Context: an optimization exercise on an open-source flow, tuned for small area, a short achievable clock period and few clock cycles per item. The choices shown serve that exercise and are no tape-out recipe.
At most, simulation tests tie the RTL to the original design; equivalence was not proved.

## line_follow_pid_drive
module line_follow_pid_drive (
    input  logic                                  aclk,
    input  logic                                  aresetn,
    input  logic                                  cfg_wr_en,
    input  logic [lfpd_pkg::CFG_IDX_W-1:0]        cfg_index,
    input  logic [lfpd_pkg::GAIN_W-1:0]           cfg_wdata,
    input  logic                                  s_valid,
    output logic                                  s_ready,
    input  logic [lfpd_pkg::SENSOR_W-1:0]         s_sensor_bits,
    output logic                                  m_valid,
    input  logic                                  m_ready,
    output logic signed [lfpd_pkg::DUTY_W-1:0]    m_left_duty,
    output logic signed [lfpd_pkg::DUTY_W-1:0]    m_right_duty,
    output logic                                  m_left_reverse,
    output logic                                  m_right_reverse,
    output logic                                  m_line_lost,
    output logic signed [lfpd_pkg::POS_W-1:0]     m_line_position
);
    lfpd_pkg::cfg_t  cfg_reg;
    logic [lfpd_pkg::GAIN_W-1:0] ki_front_reg;
    logic [4:0]      wdata_q;
    logic [3:0]      wdata_r;
    assign wdata_q = 5'(cfg_wdata / 8'd10);
  ...
Size in the first run: roughly 2400 cells after synthesis, about 53 I/O pins, about 23000 µm² of cells after synthesis.
clock: 12.0 ns
lec_check: 0
cap_margin: 20
core_margin: 2
core_utilization: 40
setup_slack_margin: 3
slew_margin: 20
standard.sh (not shown) runs the stock make flow with config.mk's settings and CLKGATE_MAP_FILE= SYNTH_SCRIPT=/design/flow/synth_recipe.tcl, a recipe that flattens the netlist after the stock synthesis.
==> flow/flow/run.sh <==
#!/bin/bash
# Standard layout with one netlist step added after synthesis: flow/invopt.py
# removes inverters around the full adders of the synthesized netlist (a full
# adder is self-dual, so complementing all of its inputs complements its
# outputs). Registers and every other cell are left as synthesis made them.
set -euo pipefail
R=orfs/results/${FLOW_PLATFORM}/line_follow_pid_drive/base
bash standard.sh synth > synth.log 2>&1
cp "$R/1_2_yosys.v" "$R/1_2_yosys.std.v"
python3 flow/invopt.py "$R/1_2_yosys.std.v" "$R/1_2_yosys.v" > invopt.log 2>&1
rm -f "$R/1_synth.odb" "$R/1_synth.sdc"
bash standard.sh > layout.log 2>&1
Other scripts of this flow, unchanged in this note and not shown: flow/flow/invopt.py
The first run finished with timing, DRC and antenna clean.
Testbench counts at the start, summed over its fixed seeds: cycles 1,944, items 1,920.
Next try:
--- a/flow/design.v
+++ b/flow/design.v
@@ -143,15 +143,15 @@
         input logic        lo_above_hi
     );
         logic lt, gt;
         lt = v[15] || ((v[14:8] == 7'd0) && (v[7:0] < lo));
         gt = !v[15] && ((v[14:9] != 6'd0) || (v[8:0] > hi));
         if (lo_above_hi || gt)  clamp_duty = {1'b0, hi};
         else if (lt)            clamp_duty = {2'b00, lo};
-        else                    clamp_duty = v[9:0];
+        else                    clamp_duty = {1'b0, v[8:0]};   
     endfunction
     function automatic logic [2:0] tbl_p(input logic [3:0] r, input logic [2:0] m);
         case ({r, m})
             7'd21: tbl_p = 3'd1;
             7'd22: tbl_p = 3'd1;
             7'd23: tbl_p = 3'd1;
             7'd28: tbl_p = 3'd1;
@@ -1808,39 +1808,34 @@
     output logic signed [lfpd_pkg::DUTY_W-1:0]    m_right_duty,
     output logic                                  m_left_reverse,
     output logic                                  m_right_reverse,
     output logic                                  m_line_lost,
     output logic signed [lfpd_pkg::POS_W-1:0]     m_line_position
 );
     lfpd_pkg::cfg_t  cfg_reg;
-    logic [lfpd_pkg::GAIN_W-1:0] ki_front_reg;
     logic [4:0]      wdata_q;
     logic [3:0]      wdata_r;
     assign wdata_q = 5'(cfg_wdata / 8'd10);
     assign wdata_r = 4'(cfg_wdata % 8'd10);
     always_ff @(posedge aclk) begin
         if (!aresetn) begin
             cfg_reg.kp_q        <= 5'd1;
             cfg_reg.kp_r        <= 4'd0;
             cfg_reg.ki_gain     <= lfpd_pkg::KI_RESET;
-            ki_front_reg        <= lfpd_pkg::KI_RESET;
             cfg_reg.kd_q        <= 5'd0;
             cfg_reg.kd_r        <= 4'd5;
             cfg_reg.top_speed   <= lfpd_pkg::MAX_RESET;
             cfg_reg.floor_speed <= lfpd_pkg::MIN_RESET;
         end else if (cfg_wr_en) begin
             unique case (cfg_index)
                 lfpd_pkg::REG_KP_GAIN: begin
                     cfg_reg.kp_q <= wdata_q;
                     cfg_reg.kp_r <= wdata_r;
                 end
-                lfpd_pkg::REG_KI_GAIN: begin
-                    cfg_reg.ki_gain <= cfg_wdata;
-                    ki_front_reg    <= cfg_wdata;
-                end
+                lfpd_pkg::REG_KI_GAIN:     cfg_reg.ki_gain     <= cfg_wdata;
                 lfpd_pkg::REG_KD_GAIN: begin
                     cfg_reg.kd_q <= wdata_q;
                     cfg_reg.kd_r <= wdata_r;
                 end
                 lfpd_pkg::REG_TOP_SPEED:   cfg_reg.top_speed   <= cfg_wdata;
                 lfpd_pkg::REG_FLOOR_SPEED: cfg_reg.floor_speed <= cfg_wdata;
                 default:         cfg_reg             <= cfg_reg;
@@ -1855,15 +1850,15 @@
     logic [lfpd_pkg::POS_W:0]    f_dpos;
     logic [11:0]                 f_ki_term;
     lfpd_front u_front (
         .aclk          (aclk),
         .aresetn       (aresetn),
         .accept        (s_valid && en),
         .s_sensor_bits (s_sensor_bits),
-        .ki_gain       (ki_front_reg),
+        .ki_gain       (cfg_reg.ki_gain),
         .lost          (f_lost),
         .position      (f_position),
         .dpos          (f_dpos),
         .ki_term       (f_ki_term),
         .left_rev      (f_lrev),
         .right_rev     (f_rrev)
     );
What happened: The changed run completed with no timing, DRC or antenna violations; worst hold slack hardly moves; critical path depth falls by 3; setup slack is worse by 190 ps; utilization rises by 0.62 points; flip-flop and latch count falls by 1.
For the second run of this note, only the layout was checked, not whether the RTL still works.

## static timing again, ports no longer ideal
Ports are ideal in the flow. The routed layouts listed here were re-timed in OpenROAD. Step 1 (the two cells are an assumption about what drives the block):
set clk [get_ports {aclk}]
set_driving_cell -lib_cell sky130_fd_sc_hd__clkbuf_16 $clk
set_driving_cell -lib_cell sky130_fd_sc_hd__buf_2 [delete_from_list [all_inputs] $clk]
Step 2 moves the port delays by t, midway between the first and last clock arrival at a register: inputs arrive t later, outputs are due t later. That takes back most of the time a late clock gives input paths. a / b / c = ideal / step 1 / step 2; a / b = the first two.
| run | t, ns | setup WS [ns] | pins driven straight from the clock port |
|---|---|---|---|
| the first run | 0.498 | 3.241 / 3.241 / 2.938 | 1 |
| the second run | 0.491 | 3.055 / 3.055 / 3.055 | 1 |
After both steps every run listed still meets setup and hold. The setup slack of the first run, which loses most, moves by 0.000 ns with the drivers and by -0.303 ns with both steps.
